This is an optimization exercise on Yosys and OpenROAD, whose aim is small area, not a production implementation.
RTL that was checked went through simulation tests only; none was proved equivalent to the original.
Power figures rest on the tool's default switching activity, not on a simulated workload.

Setup of old:
==> flow/design.v (excerpt) <==
module video_ctrl (
    input  logic        clk,
    input  logic        reset_n,
    input  vid_pkg::cmd_t        cmd_in,
    input  logic [31:0] addr_data_in,
    output logic        req,
    output logic [31:0] req_addr,
    output logic        hsync,
    output logic        vsync,
    output logic        hblank,
    output logic        vblank,
    output logic [7:0]  red,
    output logic [7:0]  green,
    output logic [7:0]  blue,
    output logic        underrun
);
==> module bus_decode, before the edit <==
module bus_decode (
    input  logic               clk,
    input  logic               reset_n,
    input  vid_pkg::cmd_t               cmd_in,
    input  logic [31:0]        addr_data_in,
    output logic               en,
    output logic [vid_pkg::div_w-1:0]   pix_div,
    output logic [vid_pkg::count_w-1:0] h_size,
    output logic [vid_pkg::count_w-1:0] h_end,
    output logic [vid_pkg::count_w-1:0] hs_start,
    output logic [vid_pkg::count_w-1:0] hs_end,
    output logic [vid_pkg::count_w-1:0] v_size,
    output logic [vid_pkg::count_w-1:0] v_end,
    output logic [vid_pkg::count_w-1:0] vs_start,
    output logic [vid_pkg::count_w-1:0] vs_end,
    output logic [31:0]        base_addr,
    output logic [31:0]        line_inc,
    output logic               rd_valid,
    output vid_pkg::pixel_t             rd_pixel
);
    localparam logic [3:0] sel_ctrl = 4'h0;
    localparam logic [3:0] sel_h1   = 4'h5;
    localparam logic [3:0] sel_h2   = 4'h6;
    localparam logic [3:0] sel_v1   = 4'h7;
    localparam logic [3:0] sel_v2   = 4'h8;
    localparam logic [3:0] sel_base = 4'h9;
    localparam logic [3:0] sel_linc = 4'ha;
    localparam logic [3:0] sel_none = 4'hf;
    logic [3:0] reg_sel;
    logic [3:0] addr_sel;
    vid_pkg::bus_word_u   word;
    assign addr_sel = (addr_data_in[31:7] == '0 && addr_data_in[2:0] == '0) ? addr_data_in[6:3] : sel_none;
    always_ff @(posedge clk or negedge reset_n) begin
        if (!reset_n) begin
            reg_sel <= sel_ctrl;
        end else if (cmd_in == vid_pkg::cmd_addr) begin
            reg_sel <= addr_sel;
        end
    end
    logic        clr;
    logic        wr;
    logic [31:0] wdata;
    always_ff @(posedge clk or negedge reset_n) begin
        if (!reset_n) begin
            clr <= 1'b1;
        end else begin
            clr <= 1'b0;
        end
    end
    assign wr    = (cmd_in == vid_pkg::cmd_write);
    assign wdata = addr_data_in & {32{!clr}};
    assign word  = wdata;
    always_ff @(posedge clk or negedge reset_n) begin
        if (!reset_n) begin
            en        <= 1'b0;
            base_addr <= '0;
        end else if (wr) begin
            if (reg_sel == sel_ctrl) begin
                en <= addr_data_in[vid_pkg::ctrl_en_bit];
            end
            if (reg_sel == sel_base) begin
                base_addr <= addr_data_in;
            end
        end
    end
    always_ff @(posedge clk) begin
        if (wr && reg_sel == sel_ctrl) begin
            pix_div <= addr_data_in[vid_pkg::ctrl_div_lsb +: vid_pkg::div_w];
        end
        if ((wr && reg_sel == sel_h1) || clr) begin
            h_size <= word.span.hi;
            h_end  <= word.span.lo;
        end
        if ((wr && reg_sel == sel_h2) || clr) begin
            hs_start <= word.span.hi;
            hs_end   <= word.span.lo;
        end
        if ((wr && reg_sel == sel_v1) || clr) begin
            v_size <= word.span.hi;
            v_end  <= word.span.lo;
        end
        if ((wr && reg_sel == sel_v2) || clr) begin
            vs_start <= word.span.hi;
            vs_end   <= word.span.lo;
        end
        if ((wr && reg_sel == sel_linc) || clr) begin
            line_inc <= wdata;
        end
    end
    assign rd_valid = (cmd_in == vid_pkg::cmd_read_data);
    assign rd_pixel = addr_data_in[23:0];
endmodule
==> module fetch_engine, before the edit <==
module fetch_engine (
    input  logic               clk,
    input  logic               reset_n,
    input  logic               en,
    input  logic [31:0]        base_addr,
    input  logic [31:0]        line_inc,
    input  logic [vid_pkg::count_w-1:0] h_size,
    input  logic [vid_pkg::count_w-1:0] v_size,
    input  logic               above_thresh,
    input  logic               rd_valid,
    output logic               req,
    output logic [31:0]        req_addr
);
    logic [vid_pkg::count_w-1:0] word_cnt;
    logic [vid_pkg::count_w-1:0] line_cnt;
    logic [31:0]        line_start;
    logic               at_line_start;  
    logic [vid_pkg::count_w-1:0] word_nxt;
    logic [vid_pkg::count_w-1:0] line_nxt;
    logic               word_last;
    logic               line_last;
    logic [29:0]        addr_inc;
    logic               outstanding;  
    logic               issue;
    assign issue     = en && !outstanding && !above_thresh;
    assign word_nxt  = word_cnt + 1'b1;  
    assign line_nxt  = line_cnt + 1'b1;
    assign word_last = (word_cnt == h_size);
    assign line_last = (line_cnt == v_size);  
    assign addr_inc  = req_addr[31:2] + 30'(issue);
    always_ff @(posedge clk or negedge reset_n) begin
        if (!reset_n) begin
            outstanding <= 1'b0;
        end else if (issue) begin
            outstanding <= 1'b1;
        end else if (rd_valid) begin
            outstanding <= 1'b0;
        end
    end
    always_ff @(posedge clk or negedge reset_n) begin
        if (!reset_n) begin
            req      <= 1'b0;
            req_addr <= '0;
        end else begin
            req <= issue;
            if (issue && at_line_start) begin
                req_addr <= line_start;
            end else begin
                req_addr <= {addr_inc, req_addr[1:0]};
            end
        end
    end
    always_ff @(posedge clk) begin
        if (!en) begin
            word_cnt      <= 13'd1;
            line_cnt      <= 13'd1;
            line_start    <= base_addr;
            at_line_start <= 1'b1;
        end else if (issue) begin
            if (word_last) begin
                word_cnt      <= 13'd1;
                at_line_start <= 1'b1;
                if (line_last) begin
                    line_cnt   <= 13'd1;  
                    line_start <= base_addr;
                end else begin
                    line_cnt   <= line_nxt;
                    line_start <= line_start + line_inc;
                end
            end else begin
                word_cnt      <= word_nxt;
                at_line_start <= 1'b0;
            end
        end
    end
endmodule
==> flow/config.mk <==
export PLATFORM = sky130hd
export DESIGN_NAME = video_ctrl
export DESIGN_NICKNAME = video_ctrl
export VERILOG_FILES = /design/flow/design.v
export SDC_FILE = /design/flow/constraint.sdc
export NUM_CORES = 4
export LEC_CHECK = 0
export CAP_MARGIN = 0
export CORE_MARGIN = 2
export CORE_UTILIZATION = 60
export SLEW_MARGIN = 0
==> flow/constraint.sdc <==
create_clock -name core_clock -period 5.0 [get_ports {clk}]
set_input_delay 1.0000 -clock core_clock [delete_from_list [all_inputs] [get_ports {clk}]]
set_output_delay 1.0000 -clock core_clock [all_outputs]
set_load 0.01 [all_outputs]
standard.sh (not shown) runs the stock make flow with config.mk's settings and CLKGATE_MAP_FILE= SYNTH_SCRIPT=/design/flow/synth_recipe.tcl, a recipe that flattens the netlist after the stock synthesis.
==> flow/flow/run.sh <==
#!/bin/bash
# Standard ORFS layout with three changes: an area-oriented ABC mapping script
# the smallest buffer on the I/O ports, and a clock tree with larger sink
# clusters and no dummy loads.
set -euo pipefail
S=$PWD/scripts_mod
rm -rf "$S"
cp -r "$FLOW_HOME/scripts" "$S"
cp flow/abc.script "$S/abc_speed.script"
bash standard.sh SCRIPTS_DIR="$S" \
  "BUFFER_PORTS_ARGS=-buffer_cell sky130_fd_sc_hd__buf_1" \
  "CTS_ARGS=-sink_clustering_enable -repair_clock_nets -dont_use_dummy_load -buf_list sky130_fd_sc_hd__clkbuf_8 -sink_clustering_size 16 -sink_clustering_max_diameter 100" \
  finish > standard.log 2>&1
==> flow/flow/abc.script <==
strash
ifraig
scorr
dc2
strash
dch -f
&get -n
&nf -p -F 8 -A 4 -D 4500
&put
topo
[inputs] new vs old
==> flow/design.v, changed modules only <==
module bus_decode (
    input  logic               clk,
    input  logic               reset_n,
    input  vid_pkg::cmd_t               cmd_in,
    input  logic [31:0]        addr_data_in,
    output logic               en,
    output logic [vid_pkg::div_w-1:0]   pix_div,
    output logic [vid_pkg::count_w-1:0] h_size,
    output logic [vid_pkg::count_w-1:0] h_end,
    output logic [vid_pkg::count_w-1:0] hs_start,
    output logic [vid_pkg::count_w-1:0] hs_end,
    output logic [vid_pkg::count_w-1:0] v_size,
    output logic [vid_pkg::count_w-1:0] v_end,
    output logic [vid_pkg::count_w-1:0] vs_start,
    output logic [vid_pkg::count_w-1:0] vs_end,
    output logic [31:0]        base_addr,
    output logic [31:0]        line_inc,
    output logic               rd_valid,
    output vid_pkg::pixel_t             rd_pixel
);
    localparam logic [2:0] sel_ctrl = 3'd0;
    localparam logic [2:0] sel_h1   = 3'd1;
    localparam logic [2:0] sel_h2   = 3'd2;
    localparam logic [2:0] sel_v1   = 3'd3;
    localparam logic [2:0] sel_v2   = 3'd4;
    localparam logic [2:0] sel_base = 3'd5;
    localparam logic [2:0] sel_linc = 3'd6;
    localparam logic [2:0] sel_none = 3'd7;
    logic [2:0] reg_sel;
    logic [2:0] addr_sel;
    vid_pkg::bus_word_u   word;
    always_comb begin
        case (addr_data_in)
            vid_pkg::addr_ctrl:    addr_sel = sel_ctrl;
            vid_pkg::addr_h1:      addr_sel = sel_h1;
            vid_pkg::addr_h2:      addr_sel = sel_h2;
            vid_pkg::addr_v1:      addr_sel = sel_v1;
            vid_pkg::addr_v2:      addr_sel = sel_v2;
            vid_pkg::addr_base:    addr_sel = sel_base;
            vid_pkg::addr_lineinc: addr_sel = sel_linc;
            default:               addr_sel = sel_none;
        endcase
    end
    always_ff @(posedge clk or negedge reset_n) begin
        if (!reset_n) begin
            reg_sel <= sel_ctrl;
        end else if (cmd_in == vid_pkg::cmd_addr) begin
            reg_sel <= addr_sel;
        end
    end
    logic        clr;
    logic        wr;
    logic [31:0] wdata;
    always_ff @(posedge clk or negedge reset_n) begin
        if (!reset_n) begin
            clr <= 1'b1;
        end else begin
            clr <= 1'b0;
        end
    end
    assign wr    = (cmd_in == vid_pkg::cmd_write);
    assign wdata = addr_data_in & {32{!clr}};
    assign word  = wdata;
    always_ff @(posedge clk or negedge reset_n) begin
        if (!reset_n) begin
            en        <= 1'b0;
            base_addr <= '0;
        end else if (wr) begin
            if (reg_sel == sel_ctrl) begin
                en <= addr_data_in[vid_pkg::ctrl_en_bit];
            end
            if (reg_sel == sel_base) begin
                base_addr <= addr_data_in;
            end
        end
    end
    always_ff @(posedge clk) begin
        if (wr && reg_sel == sel_ctrl) begin
            pix_div <= addr_data_in[vid_pkg::ctrl_div_lsb +: vid_pkg::div_w];
        end
        if ((wr && reg_sel == sel_h1) || clr) begin
            h_size <= word.span.hi;
            h_end  <= word.span.lo;
        end
        if ((wr && reg_sel == sel_h2) || clr) begin
            hs_start <= word.span.hi;
            hs_end   <= word.span.lo;
        end
        if ((wr && reg_sel == sel_v1) || clr) begin
            v_size <= word.span.hi;
            v_end  <= word.span.lo;
        end
        if ((wr && reg_sel == sel_v2) || clr) begin
            vs_start <= word.span.hi;
            vs_end   <= word.span.lo;
        end
        if ((wr && reg_sel == sel_linc) || clr) begin
            line_inc <= wdata;
        end
    end
    assign rd_valid = (cmd_in == vid_pkg::cmd_read_data);
    assign rd_pixel = addr_data_in[23:0];
endmodule
module fetch_engine (
    input  logic               clk,
    input  logic               reset_n,
    input  logic               en,
    input  logic [31:0]        base_addr,
    input  logic [31:0]        line_inc,
    input  logic [vid_pkg::count_w-1:0] h_size,
    input  logic [vid_pkg::count_w-1:0] v_size,
    input  logic               above_thresh,
    input  logic               rd_valid,
    output logic               req,
    output logic [31:0]        req_addr
);
    logic [vid_pkg::count_w-1:0] word_cnt;
    logic [vid_pkg::count_w-1:0] line_cnt;
    logic [31:0]        line_start;
    logic               at_line_start;  
    logic [vid_pkg::count_w-1:0] word_nxt;
    logic [vid_pkg::count_w-1:0] line_nxt;
    logic               word_last;
    logic               line_last;
    logic [29:0]        addr_inc;
    logic               outstanding;  
    logic               issue;
    assign issue     = en && !outstanding && !above_thresh;
    assign word_nxt  = word_cnt + 1'b1;
    assign line_nxt  = line_cnt + 1'b1;
    assign word_last = (word_nxt == h_size);  
    assign line_last = (line_nxt == v_size);
    assign addr_inc  = req_addr[31:2] + 30'(issue);
    always_ff @(posedge clk or negedge reset_n) begin
        if (!reset_n) begin
            outstanding <= 1'b0;
        end else if (issue) begin
            outstanding <= 1'b1;
        end else if (rd_valid) begin
            outstanding <= 1'b0;
        end
    end
    always_ff @(posedge clk or negedge reset_n) begin
        if (!reset_n) begin
            req      <= 1'b0;
            req_addr <= '0;
        end else begin
            req <= issue;
            if (issue && at_line_start) begin
                req_addr <= line_start;
            end else begin
                req_addr <= {addr_inc, req_addr[1:0]};
            end
        end
    end
    always_ff @(posedge clk) begin
        if (!en) begin
            word_cnt      <= '0;
            line_cnt      <= '0;
            line_start    <= base_addr;
            at_line_start <= 1'b1;
        end else if (issue) begin
            if (word_last) begin
                word_cnt      <= '0;
                at_line_start <= 1'b1;
                if (line_last) begin
                    line_cnt   <= '0;  
                    line_start <= base_addr;
                end else begin
                    line_cnt   <= line_nxt;
                    line_start <= line_start + line_inc;
                end
            end else begin
                word_cnt      <= word_nxt;
                at_line_start <= 1'b0;
            end
        end
    end
endmodule
Findings:
Going from old to new, clock power did not really move; sequential cell count ~0 delta; clock power share went up 1.2 points; portion of the post-synthesis area used by sequential elements saw a decrease; ratio of routed vias to standard cells decreased 0.023. | area occupied by registers | old vs new | ≈ equal |. Diff old -> new | final worst-path setup slack | increase of 0.059 ns. Total power ends up lower on new. Relative to old, final cell count has gone up in new. Any difference in final area between old and new is small enough to ignore.
The RTL of old was laid out without a check of its function.

## separate check: timing with driven ports
No port has a modelled driver above. Below, the same layouts with a new extraction and two added sets of constraints.
Step 1 (the two cells are an assumption about what drives the block):
set clk [get_ports {clk}]
set_driving_cell -lib_cell sky130_fd_sc_hd__clkbuf_16 $clk
set_driving_cell -lib_cell sky130_fd_sc_hd__buf_2 [delete_from_list [all_inputs] $clk]
Step 2 also shifts input and output timing later by t, the mid clock arrival at the registers, as if the neighbouring blocks saw the same clock.
a / b / c = no drivers / after step 1 / after step 2; a / b = the first two.
run	t, ns	setup WS [ns]	hold slack, ns	worst data-port slew with drivers (ns)
old	0.698	0.317 / 0.317 / 0.317	0.451 / 0.451 / 0.451	0.06
new	0.707	0.375 / 0.375 / 0.375	0.441 / 0.423 / 0.443	0.08
After both steps every run listed still meets setup and hold.
